Background: an optimization exercise with open tools, aiming at a short achievable clock period, few clock cycles and low power. Do not read the settings as production practice.
No activity file was given, so power comes from the tool's default toggle rates.

## rev 12
==> flow/design.v <==
`default_nettype none
package isa_pkg;
        typedef logic [15:0] word_t;
        typedef logic [3:0] reg_idx_t;
        typedef enum logic [3:0] {
                op_add  = 4'd0,
                op_addi = 4'd1,
                op_sub  = 4'd2,
                op_sw   = 4'd5,
                op_lw   = 4'd6,
                op_nand = 4'd8,
                op_beq  = 4'd14,
                op_jump = 4'd15
        } opcode_t;
        localparam int field_width = 4;
        localparam int opcode_lsb = 12;
        localparam int field_c_lsb = 8;
        localparam int field_b_lsb = 4;
        localparam int field_a_lsb = 0;
        localparam int jump_offset_width = 12;
        localparam int reg_count = 16;
endpackage
`default_nettype wire
`default_nettype none
package core_pkg;
        typedef enum logic [4:0] {
                st_add    = 5'd0,
                st_addi   = 5'd1,
                st_sub    = 5'd2,
                st_sw     = 5'd5,
                st_lw     = 5'd6,
                st_nand   = 5'd8,
                st_beq    = 5'd14,
                st_jump   = 5'd15,
                st_fetch  = 5'd16,
                st_beq2   = 5'd19,
                st_sw2    = 5'd20,
                st_decode = 5'd21,
                st_lw2    = 5'd22,
                st_lw3    = 5'd23,
                st_sw3    = 5'd24,
                st_sw4    = 5'd25,
                st_jump2  = 5'd26,
                st_nop    = 5'd28
        } state_t;
        typedef enum logic [2:0] {
                alu_add  = 3'd0,
                alu_sub  = 3'd1,
                alu_nand = 3'd3
        } alu_op_t;
        localparam logic [15:0] idle_store_data = '1;
endpackage
`default_nettype wire
`timescale 1ns/1ps
`default_nettype none
module cpu_top #(
        parameter logic [15:0] reset_pc = '0
) (
        input  logic        clk,
        input  logic        reset,
        input  logic        run_n,
        input  logic [15:0] sram_d,
        output logic [15:0] sram_addr,
        output logic [15:0] sram_q,
        output logic        sram_we_n
);
        logic [15:0] pc_q;                        
        logic [15:0] pc;
        logic        e_alu, e_lw, e_sw, e_beq;    
        logic        e_sub, e_nand, e_addi;       
        logic [3:0]  e_dst;
        logic [3:0]  e_imm;
        logic [15:0] op_a, op_b;
        logic [3:0]  m_b, m_imm;                  
        logic [15:0] rf [16];
        logic        clr;                         
        logic        e_mem;
        logic [15:0] e_x;
        logic [15:0] alu_res;
        logic        taken;
        assign e_mem = e_lw | e_sw;
        assign e_x   = e_addi ? {12'd0, e_imm} : op_a;
        logic [15:0] sum;
        assign sum = e_x + (op_b ^ {16{e_sub}}) + {15'd0, e_sub};
        assign alu_res = e_nand ? ~(op_a & op_b) : sum;
        logic [3:0]  ea_lo;
        logic [1:0]  ea_c4;
        logic [11:0] ea_hi_inc;
        assign ea_lo = m_b + m_imm;
        cpu_carry4 ea_c4a_i (.a(m_b), .b(m_imm), .co(ea_c4[0]));
        cpu_carry4 ea_c4b_i (.a(m_b), .b(m_imm), .co(ea_c4[1]));
        cpu_inc12 ea_inc_i (.a(op_b[15:4]), .y(ea_hi_inc));
        assign taken = e_beq & (op_a == op_b);
        assign sram_addr[3:0] = e_mem ? ea_lo : pc[3:0];
        cpu_addr_hi addr_lo_i (
                .mem(e_mem), .c4(ea_c4[0]), .base(op_b[9:4]), .base_inc(ea_hi_inc[5:0]),
                .pc(pc[9:4]), .y(sram_addr[9:4])
        );
        cpu_addr_hi addr_hi_i (
                .mem(e_mem), .c4(ea_c4[1]), .base(op_b[15:10]), .base_inc(ea_hi_inc[11:6]),
                .pc(pc[15:10]), .y(sram_addr[15:10])
        );
        assign sram_q    = op_a;
        assign sram_we_n = ~e_sw | run_n;
        logic        rf_we;
        logic [15:0] rf_wd;
        assign rf_we = ~run_n & (e_alu | e_lw);
        assign rf_wd = clr ? 16'd0 : e_lw ? sram_d : alu_res;
        for (genvar i = 0; i < 16; i++) begin : g_rf
                always_ff @(posedge clk) begin
                        if (clr || (rf_we && e_dst == i))
                                rf[i] <= rf_wd;
                end
        end
        always_ff @(posedge clk or negedge reset) begin
                if (!reset)
                        clr <= 1'b1;
                else if (!run_n)
                        clr <= 1'b0;
        end
        logic clr_done;
        always_ff @(posedge clk)
                clr_done <= ~reset;
        logic [3:0]  f_op, f_c, f_b, f_a;
        logic        f_en;
        logic        f_alu, f_lw, f_sw, f_beq, f_jmp, f_bsame, f_redir;
        logic [15:0] f_off, add_b, pc_tgt;
        logic [3:0]  idx_a;
        logic [15:0] rd_a, rd_b;
        assign f_op = sram_d[15:12];
        assign f_c  = sram_d[11:8];
        assign f_b  = sram_d[7:4];
        assign f_a  = sram_d[3:0];
        assign f_en = ~e_mem & ~taken & ~(clr & ~clr_done);
        assign f_alu = (f_op == 4'd0) | (f_op == 4'd1) | (f_op == 4'd2) | (f_op == 4'd8);
        assign f_sw  = (f_op == 4'd5);
        assign f_lw  = (f_op == 4'd6);
        assign f_beq = (f_op == 4'd14);
        assign f_jmp = (f_op == 4'd15);
        assign f_bsame = f_beq & (f_c == f_b);
        assign f_redir = f_jmp | f_bsame;
        assign f_off  = {f_jmp ? {{4{sram_d[11]}}, sram_d[11:4]} : 12'd0, sram_d[3:0]};
        assign add_b  = taken ? {12'd0, e_imm} - 16'd1 : f_off;
        assign pc_tgt = pc + add_b;
        logic [15:0] pc_pre, pc_inc;
        assign pc_pre[0] = 1'b1;
        for (genvar i = 1; i < 16; i++) begin : g_pc_pre
                assign pc_pre[i] = &pc[i-1:0];
        end
        assign pc_inc = pc ^ pc_pre;
        assign idx_a = (f_sw | f_beq) ? f_c : f_a;
        always_comb begin
                if (e_alu && e_dst == idx_a)
                        rd_a = alu_res;
                else
                        rd_a = rf[idx_a];
                if (e_alu && e_dst == f_b)
                        rd_b = alu_res;
                else
                        rd_b = rf[f_b];
        end
        always_ff @(posedge clk) begin
                if (!run_n) begin
                        op_a   <= rd_a;
                        op_b   <= rd_b;
                        m_b    <= (f_lw | f_sw) ? rd_b[3:0] : 4'd0;
                        m_imm  <= (f_lw | f_sw) ? f_a : 4'd0;
                        e_dst  <= f_c;
                        e_imm  <= f_a;
                        e_sub  <= (f_op == 4'd2);
                        e_nand <= (f_op == 4'd8);
                        e_addi <= (f_op == 4'd1);
                end
        end
        always_ff @(posedge clk or negedge reset) begin
                if (!reset) begin
                        e_alu <= 1'b0;
                        e_lw  <= 1'b0;
                        e_sw  <= 1'b0;
                        e_beq <= 1'b0;
                end else if (!run_n) begin
                        e_alu <= f_en & f_alu;
                        e_lw  <= f_en & f_lw;
                        e_sw  <= f_en & f_sw;
                        e_beq <= f_en & f_beq & ~f_bsame;
                end
        end
        assign pc = clr ? reset_pc : pc_q;
        always_ff @(posedge clk) begin
                if (!run_n) begin
                        if (taken | (f_en & f_redir))
                                pc_q <= pc_tgt;
                        else if (f_en)
                                pc_q <= pc_inc;
                        else if (clr)
                                pc_q <= reset_pc;
                end
        end
endmodule
`default_nettype wire
`default_nettype none
module cpu_carry4 (
        input  logic [3:0] a,
        input  logic [3:0] b,
        output logic       co
);
        logic [3:0] g, p;
        assign g = a & b;
        assign p = a | b;
        assign co = g[3] | (p[3] & g[2]) | (p[3] & p[2] & g[1]) | (p[3] & p[2] & p[1] & g[0]);
endmodule
module cpu_inc12 (
        input  logic [11:0] a,
        output logic [11:0] y
);
        assign y[0] = ~a[0];
        for (genvar i = 1; i < 12; i++) begin : g_bit
                assign y[i] = a[i] ^ (&a[i-1:0]);
        end
endmodule
module cpu_addr_hi (
        input  logic       mem,
        input  logic       c4,
        input  logic [5:0] base,
        input  logic [5:0] base_inc,
        input  logic [5:0] pc,
        output logic [5:0] y
);
        assign y = !mem ? pc : c4 ? base_inc : base;
endmodule
`default_nettype wire
export LEC_CHECK = 0
export CAP_MARGIN = 20
export CORE_MARGIN = 2
export CORE_UTILIZATION = 50
export SETUP_SLACK_MARGIN = 5
export SLEW_MARGIN = 20
export SYNTH_HIERARCHICAL = 1
create_clock -name core_clock -period 9.0 [get_ports {clk}]
standard.sh (not shown) runs the stock make flow with config.mk's settings and CLKGATE_MAP_FILE= SYNTH_SCRIPT=/design/flow/synth_recipe.tcl, a recipe that flattens the netlist after the stock synthesis.
==> flow/flow/run.sh <==
#!/bin/bash
# The standard layout (the standard.sh, every step), except for the
# clock tree's settings: no dummy loads, and larger sink clusters.
export CTS_ARGS="-sink_clustering_enable -repair_clock_nets -dont_use_dummy_load -sink_clustering_size 20 -sink_clustering_max_diameter 60 -buf_list {sky130_fd_sc_hd__clkbuf_4 sky130_fd_sc_hd__clkbuf_8}"
bash standard.sh > standard.log 2>&1
Rev 12 reached the end of the flow, and the finished layout is clean on the timing, design-rule and antenna checks.
#### Input delta (rev 13 over rev 12)
--- a/flow/design.v
+++ b/flow/design.v
@@ -65,5 +65,4 @@
         output logic        sram_we_n
 );
-        logic [15:0] pc_q;                        
         logic [15:0] pc;
         logic        e_alu, e_lw, e_sw, e_beq;    
@@ -119,7 +118,4 @@
                         clr <= 1'b0;
         end
-        logic clr_done;
-        always_ff @(posedge clk)
-                clr_done <= ~reset;
         logic [3:0]  f_op, f_c, f_b, f_a;
         logic        f_en;
@@ -132,5 +128,5 @@
         assign f_b  = sram_d[7:4];
         assign f_a  = sram_d[3:0];
-        assign f_en = ~e_mem & ~taken & ~(clr & ~clr_done);
+        assign f_en = ~e_mem & ~taken & ~clr;
         assign f_alu = (f_op == 4'd0) | (f_op == 4'd1) | (f_op == 4'd2) | (f_op == 4'd8);
         assign f_sw  = (f_op == 4'd5);
@@ -179,4 +175,5 @@
                         e_sw  <= 1'b0;
                         e_beq <= 1'b0;
+                        pc    <= reset_pc;
                 end else if (!run_n) begin
                         e_alu <= f_en & f_alu;
@@ -184,15 +181,8 @@
                         e_sw  <= f_en & f_sw;
                         e_beq <= f_en & f_beq & ~f_bsame;
-                end
-        end
-        assign pc = clr ? reset_pc : pc_q;
-        always_ff @(posedge clk) begin
-                if (!run_n) begin
                         if (taken | (f_en & f_redir))
-                                pc_q <= pc_tgt;
+                                pc <= pc_tgt;
                         else if (f_en)
-                                pc_q <= pc_inc;
-                        else if (clr)
-                                pc_q <= reset_pc;
+                                pc <= pc_inc;
                 end
         end
## What came out
When rev 13 is measured against rev 12, its total design power turns out about 0.8% lower.
Rev 12 → rev 13: average instance area after synthesis up 0.61 um^2; number of global-route vias before repair lower; hold slack -0.13 ns.
In the reports for rev 12 and rev 13, the larger die area belongs to rev 12.
On final core utilization, the lower figure sits with rev 12, not rev 13.
Re wire length on met2: rev 13 is 8.5% down on rev 12.
No run of this note included a check of the RTL's function; only the layout flow was run.

==> what the ideal ports hide <==
The results above use ideal ports. As a check the final layouts listed here were re-extracted and re-timed, cells and wires unchanged.
Step 1, drivers: a clkbuf_16 drives clk and a buf_2 each remaining input, both assumed.
Step 2, shift: input delay + t, output delay - t, t = (earliest + latest rising clock arrival at the registers) / 2. This alone moves slack from input paths to output paths.
a / b / c = ideal / step 1 / step 2; a / b = the first two.
| run | t (ns) | slack for setup (ns) | worst slew at a driven data input, ns |
|---|---|---|---|
| rev 12 | 0.653 | 4.762 / 4.709 / 4.231 | 0.06 |
| rev 13 | 0.635 | 4.763 / 4.713 / 4.352 | 0.05 |
After both steps setup and hold are still met in every run listed. The setup slack of rev 12, which loses most, moves by -0.053 ns with the drivers and by -0.531 ns with both steps.
